From an optimization exercise on the open Yosys and OpenROAD flow, aimed at small area and a short achievable clock period; shortcuts taken in it are not production practice.
In this exercise RTL edits were held to simulation tests only and were not proved equivalent to the original.
No activity file was given, so power comes from the tool's default toggle rates.

File: flow/run.sh
#!/bin/bash
# synth_recipe.tcl (not shown) runs the flow's synth.tcl, then flattens the netlist and writes it again
# the make line also repeats each setting of config.mk as NAME=value (left out here)
make -C /OpenROAD-flow-scripts/flow DESIGN_CONFIG=/design/flow/config.mk WORK_HOME=/design/flow/orfs CLKGATE_MAP_FILE= SYNTH_SCRIPT=/design/flow/synth_recipe.tcl finish
File: flow/config.mk
export PLATFORM = sky130hd
export DESIGN_NAME = cpu
export DESIGN_NICKNAME = cpu
export VERILOG_FILES = /design/flow/design.v
export SDC_FILE = /design/flow/constraint.sdc
export NUM_CORES = 4
export LEC_CHECK = 0
export CAP_MARGIN = 20
export CORE_MARGIN = 2
export CORE_UTILIZATION = 40
export SLEW_MARGIN = 20
File: flow/constraint.sdc
create_clock -name core_clock -period 5.2 [get_ports {clk}]
set_input_delay 1.0400 -clock core_clock [delete_from_list [all_inputs] [get_ports {clk}]]
set_output_delay 1.0400 -clock core_clock [all_outputs]
set_load 0.01 [all_outputs]
File: flow/design.v
`default_nettype none
`timescale 1ns/1ps
package cpu_pkg;
	localparam logic [1:0] CL_OTHER = 2'b00;
	localparam logic [1:0] CL_LW    = 2'b01;
	localparam logic [1:0] CL_SW    = 2'b10;
	localparam logic [1:0] CL_ADDI  = 2'b11;
	localparam logic [2:0] SO_ADD = 3'd0;
	localparam logic [2:0] SO_SUB = 3'd1;
	localparam logic [2:0] SO_AND = 3'd2;
	localparam logic [2:0] SO_OR  = 3'd3;
	localparam logic [2:0] SO_SLT = 3'd4;
	localparam logic [2:0] SO_SLL = 3'd5;
	localparam logic [2:0] SO_BEQ = 3'd6;
	localparam logic [2:0] SO_J   = 3'd7;
endpackage
`default_nettype wire
`default_nettype none
`timescale 1ns/1ps
import cpu_pkg::*;
module cpu (
	input  wire logic                clk,
	input  wire logic                rst_n,
	input  wire logic                prog_we,
	input  wire logic [6-1:0] prog_addr,
	input  wire logic [31:0]         prog_data,
	output logic                     wb_valid,
	output logic [4:0]               wb_rd,
	output logic [31:0]              wb_data,
	output logic                     store_valid,
	output logic [31:0]              store_addr,
	output logic [31:0]              store_data
);
	logic [27:0] enc;
	always_comb begin
		enc = '0;  
		case (prog_data[31:26])
			6'h08: enc = {CL_ADDI, prog_data[25:0]};
			6'h2b: enc = {CL_SW, prog_data[25:0]};
			6'h23: enc = {CL_LW, prog_data[25:0]};
			6'h04: enc = {CL_OTHER, prog_data[25:16], prog_data[5:0], 7'd0, SO_BEQ};
			6'h02: enc = {CL_OTHER, 10'd0, prog_data[5:0], 7'd0, SO_J};
			6'h00: begin
				enc[27:6] = {CL_OTHER, prog_data[25:6]};
				case (prog_data[5:0])
					6'h22: enc[2:0] = SO_SUB;
					6'h24: enc[2:0] = SO_AND;
					6'h25: enc[2:0] = SO_OR;
					6'h2a: enc[2:0] = SO_SLT;
					6'h00: enc[2:0] = SO_SLL;
					default: enc[2:0] = SO_ADD;
				endcase
			end
			default: enc = '0;
		endcase
	end
	logic [27:0] imem [2**6];
	always_ff @(posedge clk) begin
		if (prog_we) begin
			imem[prog_addr] <= enc;
		end
	end
	logic [5:0]  pc;
	logic        d_valid;      
	logic [27:0] d_ins;
	logic [5:0]  d_pcn;
	logic        e_we;         
	logic        e_sw;
	logic        e_lw;
	logic        e_beq;
	logic        e_j;
	logic        e_add, e_sub, e_and, e_or, e_slt, e_sll;
	logic [4:0]  e_dst;
	logic [4:0]  e_shamt;
	logic [5:0]  e_tgt;
	logic [31:0] e_a;
	logic [31:0] e_b;
	logic [31:0] e_rt;
	logic        m_we;         
	logic        m_sw;
	logic        m_lw;
	logic        m_br;
	logic [5:0]  m_tgt;
	logic [4:0]  m_dst;
	logic [31:0] m_res;
	logic [31:0] m_rt;
	logic        branch_taken;
	logic        jump_taken;
	assign branch_taken = m_br;
	assign jump_taken = e_j;
	logic [5:0] pc_plus1;
	assign pc_plus1 = pc + 6'd1;
	always_ff @(posedge clk) begin
		if (!rst_n) begin
			pc <= '0;
		end else if (branch_taken) begin
			pc <= m_tgt;
		end else if (jump_taken) begin
			pc <= e_tgt;
		end else begin
			pc <= pc_plus1;
		end
	end
	always_ff @(posedge clk) begin
		d_valid <= rst_n & ~jump_taken & ~branch_taken;
		d_ins <= imem[pc];
		d_pcn <= pc_plus1;
	end
	logic [31:0] regs [1:31];
	logic [31:0] rf [32];
	logic [4:0]  rs, rt, rd;
	logic [31:0] rs_data, rt_data;
	logic [1:0]  cls;
	logic [2:0]  so;
	logic        is_other, is_r, is_addi, is_lw, is_sw, is_beq, is_j;
	logic [4:0]  dst;
	logic [31:0] imm;
	assign rs = d_ins[25:21];
	assign rt = d_ins[20:16];
	assign rd = d_ins[15:11];
	assign cls = d_ins[27:26];
	assign so = d_ins[2:0];
	assign is_other = cls == CL_OTHER;
	assign is_addi = cls == CL_ADDI;
	assign is_lw = cls == CL_LW;
	assign is_sw = cls == CL_SW;
	assign is_r = is_other && so[2:1] != 2'b11;
	assign is_beq = is_other && so == SO_BEQ;
	assign is_j = is_other && so == SO_J;
	assign dst = is_other ? rd : rt;
	assign imm = {{16{d_ins[15]}}, d_ins[15:0]};
	always_comb begin
		rf[0] = 32'd0;
		for (int i = 1; i < 32; i++) rf[i] = regs[i];
	end
	assign rs_data = rf[rs];
	assign rt_data = rf[rt];
	always_ff @(posedge clk) begin
		for (int i = 1; i < 32; i++) begin
			if (wb_valid && wb_rd == 5'(i)) regs[i] <= wb_data;
		end
	end
	logic kill_d;
	assign kill_d = ~rst_n | jump_taken | branch_taken | ~d_valid;
	always_ff @(posedge clk) begin
		e_we <= ~kill_d & (is_r | is_addi | is_lw) & (dst != 5'd0);
		e_sw <= ~kill_d & is_sw;
		e_lw <= ~kill_d & is_lw;
		e_beq <= ~kill_d & is_beq;
		e_j <= ~kill_d & is_j;
		e_add <= ~is_other | so == SO_ADD;
		e_sub <= is_other & so == SO_SUB;
		e_and <= is_other & so == SO_AND;
		e_or <= is_other & so == SO_OR;
		e_slt <= is_other & so == SO_SLT;
		e_sll <= is_other & so == SO_SLL;
		e_dst <= dst;
		e_shamt <= d_ins[10:6];
		e_tgt <= is_j ? d_ins[15:10] : d_pcn + d_ins[15:10];
		e_a <= rs_data;
		e_b <= is_other ? rt_data : imm;
		e_rt <= rt_data;
	end
	logic [31:0] sum, diff, res;
	logic        lt, eq;
	assign sum = e_a + e_b;
	assign diff = e_a - e_b;
	assign lt = (e_a[31] != e_b[31]) ? e_a[31] : diff[31];
	assign eq = e_a == e_b;
	always_comb begin
		res = ({32{e_add}} & sum)
		    | ({32{e_sub}} & diff)
		    | ({32{e_and}} & (e_a & e_b))
		    | ({32{e_or}} & (e_a | e_b))
		    | ({32{e_slt}} & {31'd0, lt})
		    | ({32{e_sll}} & (e_b << e_shamt));
	end
	logic kill_e;
	assign kill_e = ~rst_n | branch_taken;
	always_ff @(posedge clk) begin
		m_we <= ~kill_e & e_we;
		m_sw <= ~kill_e & e_sw;
		m_lw <= ~kill_e & e_lw;
		m_br <= ~kill_e & e_beq & eq;
		m_tgt <= e_tgt;
		m_dst <= e_dst;
		m_res <= res;
		m_rt <= e_rt;
	end
	logic [31:0] dmem [2**6];
	logic [6-1:0] word_addr;
	assign word_addr = m_res[6+1:2];
	always_ff @(posedge clk) begin
		if (m_sw) begin
			dmem[word_addr] <= m_rt;
		end
	end
	assign store_valid = m_sw;
	assign store_addr = m_res;
	assign store_data = m_rt;
	always_ff @(posedge clk) begin
		wb_valid <= rst_n & m_we;
		wb_rd <= m_dst;
		wb_data <= m_lw ? dmem[word_addr] : m_res;
	end
endmodule
`default_nettype wire
==> run_results.csv <==
group,metric,value,unit
layout,layout_common_cells,"4,832 x edfxtp_1, 1,292 x a22oi_1, 608 x mux4_2",
sta,hold_viol_final,0,
clocking,htreeDepth,6,
layout,fill_cells,40500,
pwr,power_leakage,66.7,nW
synthesis,synth_cell_types,88,
critical_path,cp_num_buf_inv,3,
placement,dp_hpwl,426000,um
critical_path,cp_data_required_time,6.04,ns
layout,layout_commonest_cell,"edfxtp_1",
layout,regMostFlops,"dmem",
pwr,total_power,95.8,mW
synthesis,synthArstFlopShare,0,%
pwr,ir_drop,425,uV
die,start_util,40.1,%
pwr,powerDensity,419,nW/um^2
sta,fin_crit_sh,98.5,%
layout,areaGrowthSynthToFinish,16.2,%
layout,stdcell_area,228000,um^2
clocking,cts_buffer_depth,4,
clocking,path_clk_slew,0.06,ns
die,fp.dieArea,497000,um^2
sta,finClkSkew,0.129,ns
sta,finalWorstSetupSlack,0.0760,ns
die,die_w,705,um
sta,fmax,195,MHz
route,wirelength,707000,um
sta,rsz0062_at_grt,"false",
layout,final_layout_size_suffix_gt1_share,19.7,%
route,drt_iter0_markers,22500,
route,ant_nets,0,
critical_path,crit_family,"compound AO/OA/AOI/OAI gates",
sta,worst_pin_slew,1.41,ns
status,status,"complete, no violations",
synthesis,synth.cell_area,197000,um^2
layout,largest_reg_flops,2048,
synthesis,ys_warn_count,3,
layout,fin_cells,18200,
sta,fin_crit,5.12,ns
sta,finalSetupViolations,0,
critical_path,end_kind,"register",
layout,register_area,151000,um^2
critical_path,cp_slowest_cell,"and3b_4",
placement,postPlaceCellArea,211000,um^2
synthesis,seq_area_frac_synth,76.7,%
grt,grt_pass1_vias,116000,
flow_run,drv_cap,0,
clocking,cts_tree,"yes",
synthesis,synth_ff_type,"edfxtp_1",
die,io_pins,144,
synthesis,ys_ff_latch,5113,
clocking,hold_buffers,0,
route,avgViaCountPerCell,6.62,
grt,grt_pass1_wl,960000,um
critical_path,cp_cell_sequence,"and3b_4 > buf_12 > buf_4 > buf_4 > a22oi_1 > nand4_1 > o211ai_1 > a21oi_1 > nor4_1 > a21oi_1",
critical_path,crit_type,"reg2reg",
sta,drv_slew,0,
grt,grt_start_max_net_pins,103,
sta,tns,0,ns
critical_path,worst_setup_path_start_kind,"register",
critical_path,worst_path_largest_cell_delay,1.07,ns
die,fp-row-count,257,
placement,dpl.cell_count,17200,
sta,slew_headroom,5.62,%
synthesis,avgSynthCellArea,18.4,um^2
die,core,490000,um^2
synthesis,syn_inst,10700,
grt,antenna_found_initial,76,
layout,nets,11400,
clocking,post_cts_buffers,0,
sta,hold_ws,0.297,ns
clocking,clk-insertion-delay-late,1.09,ns
placement,io_buffers,143,
clocking,root_buffer,"clkbuf_16",
grt,grt_usage,27.5,%
route,drc_errors,0,
synthesis,synth_edf_count,4832,
critical_path,cp_max_fo,35,
route,vias,121000,
critical_path,cp_data_arrival_time,5.96,ns
route,dr.pass1.iters,12,
grt,overflow,0,
layout,final_core_util,46.7,%
layout,reg_top3,"dmem: 2048 flops, imem: 1792 flops, regs: 992 flops",
synthesis,syn_nets,10800,
placement,pre_cts_slack,0.391,ns
layout,multi_input_area,44500,um^2
clocking,cts_sinks,5113,
placement,gp_congestion,0.956,
clocking,cts_buffers,533,
min_path,hold_class,"reg2reg",
die,die_h,705,um
clocking,post_cts_resized,0,
route,wire_per_inst,38.8,um
final timing paths:
| path | start | endpoint | slack, ns | cells past startpoint |
|---|---|---|---|---|
| min | e_rt[16]$_DFF_P_ | m_rt[16]$_DFF_P_ | 0.30 | 0 |
| min reg2reg | e_rt[16]$_DFF_P_ | m_rt[16]$_DFF_P_ | 0.30 | 0 |
| max | m_res[3]$_DFF_P_ | wb_data[13]$_DFF_P_ | 0.08 | 10 |
| max reg2reg | m_res[3]$_DFF_P_ | wb_data[13]$_DFF_P_ | 0.08 | 10 |
per-layer routing:
metal / GRT usage, % / wire length [um] / vias up
li1: - / - / 46500
met1: 35.7 / 252000 / 62200
met2: 42.2 / 317000 / 9660
met3: 8.76 / 95600 / 2227
met4: 12.9 / 41900 / 58
met5: 0 / 391 / -
where the power goes:
part	internal [mW]	switching, mW
sequential	46.2	0.891
clock	22.1	16.4
combinational	2.90	7.33
total	71.2	24.6
cells by family after synthesis:
kind of cell             synth area share (%)
AND/OR/NAND/NOR                          3.42
XOR/XNOR                                0.116
AO/OA/AOI/OAI                            10.2
multiplexers                             7.27
buffers and inverters                    1.64
flip-flops                               76.7
adder cells (fa/ha/maj)                 0.683
layout make-up:
| class | count | area share (%) |
|---|---|---|
| Timing Repair Buffer | 739 | 3.03 |
| Inverter | 124 | 0.204 |
| Tap cell | 6475 | 3.55 |
| Clock inverter | 258 | 1.40 |
| Sequential cell | 5113 | 66.0 |
| Multi-Input combinational cell | 4771 | 19.5 |
| Antenna cell | 43 | 0.0471 |
| Clock buffer | 705 | 6.32 |
Yosys cell counts (11+ instances only):
library cell | count | area (um^2)
nor3_1 | 38 | 190
a21o_1 | 13 | 97.6
nand2_1 | 241 | 905
a22oi_1 | 1292 | 9700
a31oi_1 | 100 | 626
xnor2_1 | 18 | 158
o31ai_1 | 13 | 97.6
mux4_2 | 608 | 13700
and2_1 | 36 | 225
a211oi_1 | 16 | 120
nand3b_1 | 15 | 113
ha_1 | 101 | 1260
a21oi_1 | 149 | 746
o22ai_1 | 13 | 81.3
o211ai_1 | 49 | 368
buf_1 | 120 | 450
mux2_2 | 15 | 169
edfxtp_1 | 4832 | 145000
buf_2 | 129 | 646
dfxtp_1 | 281 | 5630
nor4_1 | 22 | 138
or4_1 | 46 | 345
a221oi_1 | 325 | 2850
mux2i_1 | 44 | 440
o221ai_1 | 13 | 114
a22o_1 | 318 | 2790
nand4_1 | 255 | 1600
inv_1 | 120 | 450
nor2_1 | 369 | 1390
o21a_1 | 27 | 203
nand3_1 | 208 | 1040
o21ai_0 | 118 | 591
clkbuf_1 | 428 | 1610
o21bai_1 | 16 | 120
nor2b_1 | 24 | 150
or3_1 | 34 | 213
a222oi_1 | 70 | 701
a221o_1 | 11 | 110
nand2b_1 | 27 | 169

-- afterwards: timing with drivers on the ports --
The flow's constraints put no driver on any port. The routed layout listed below was extracted and timed again, unchanged, in two steps.
Step 1: set_driving_cell puts a clkbuf_16 on clk and a buf_2 on each other input, an assumption about the parent block.
Step 2 also shifts input and output timing later by t, the mid clock arrival at the registers, as if the neighbouring blocks saw the same clock.
Three values: ideal, step 1, step 2; two values: the first two.
shift t [ns]: 1.135
setup WS [ns]: 0.076 / 0.076 / 0.076
hold WS [ns]: 0.297 / 0.297 / 0.297
clock arrival spread, ns: 0.142 / 0.143
worst register clock-pin slew, ns: 0.07 / 0.07
After both steps setup and hold are still met in this run. The setup slack of this run moves by 0.000 ns with the drivers and by 0.000 ns with both steps.
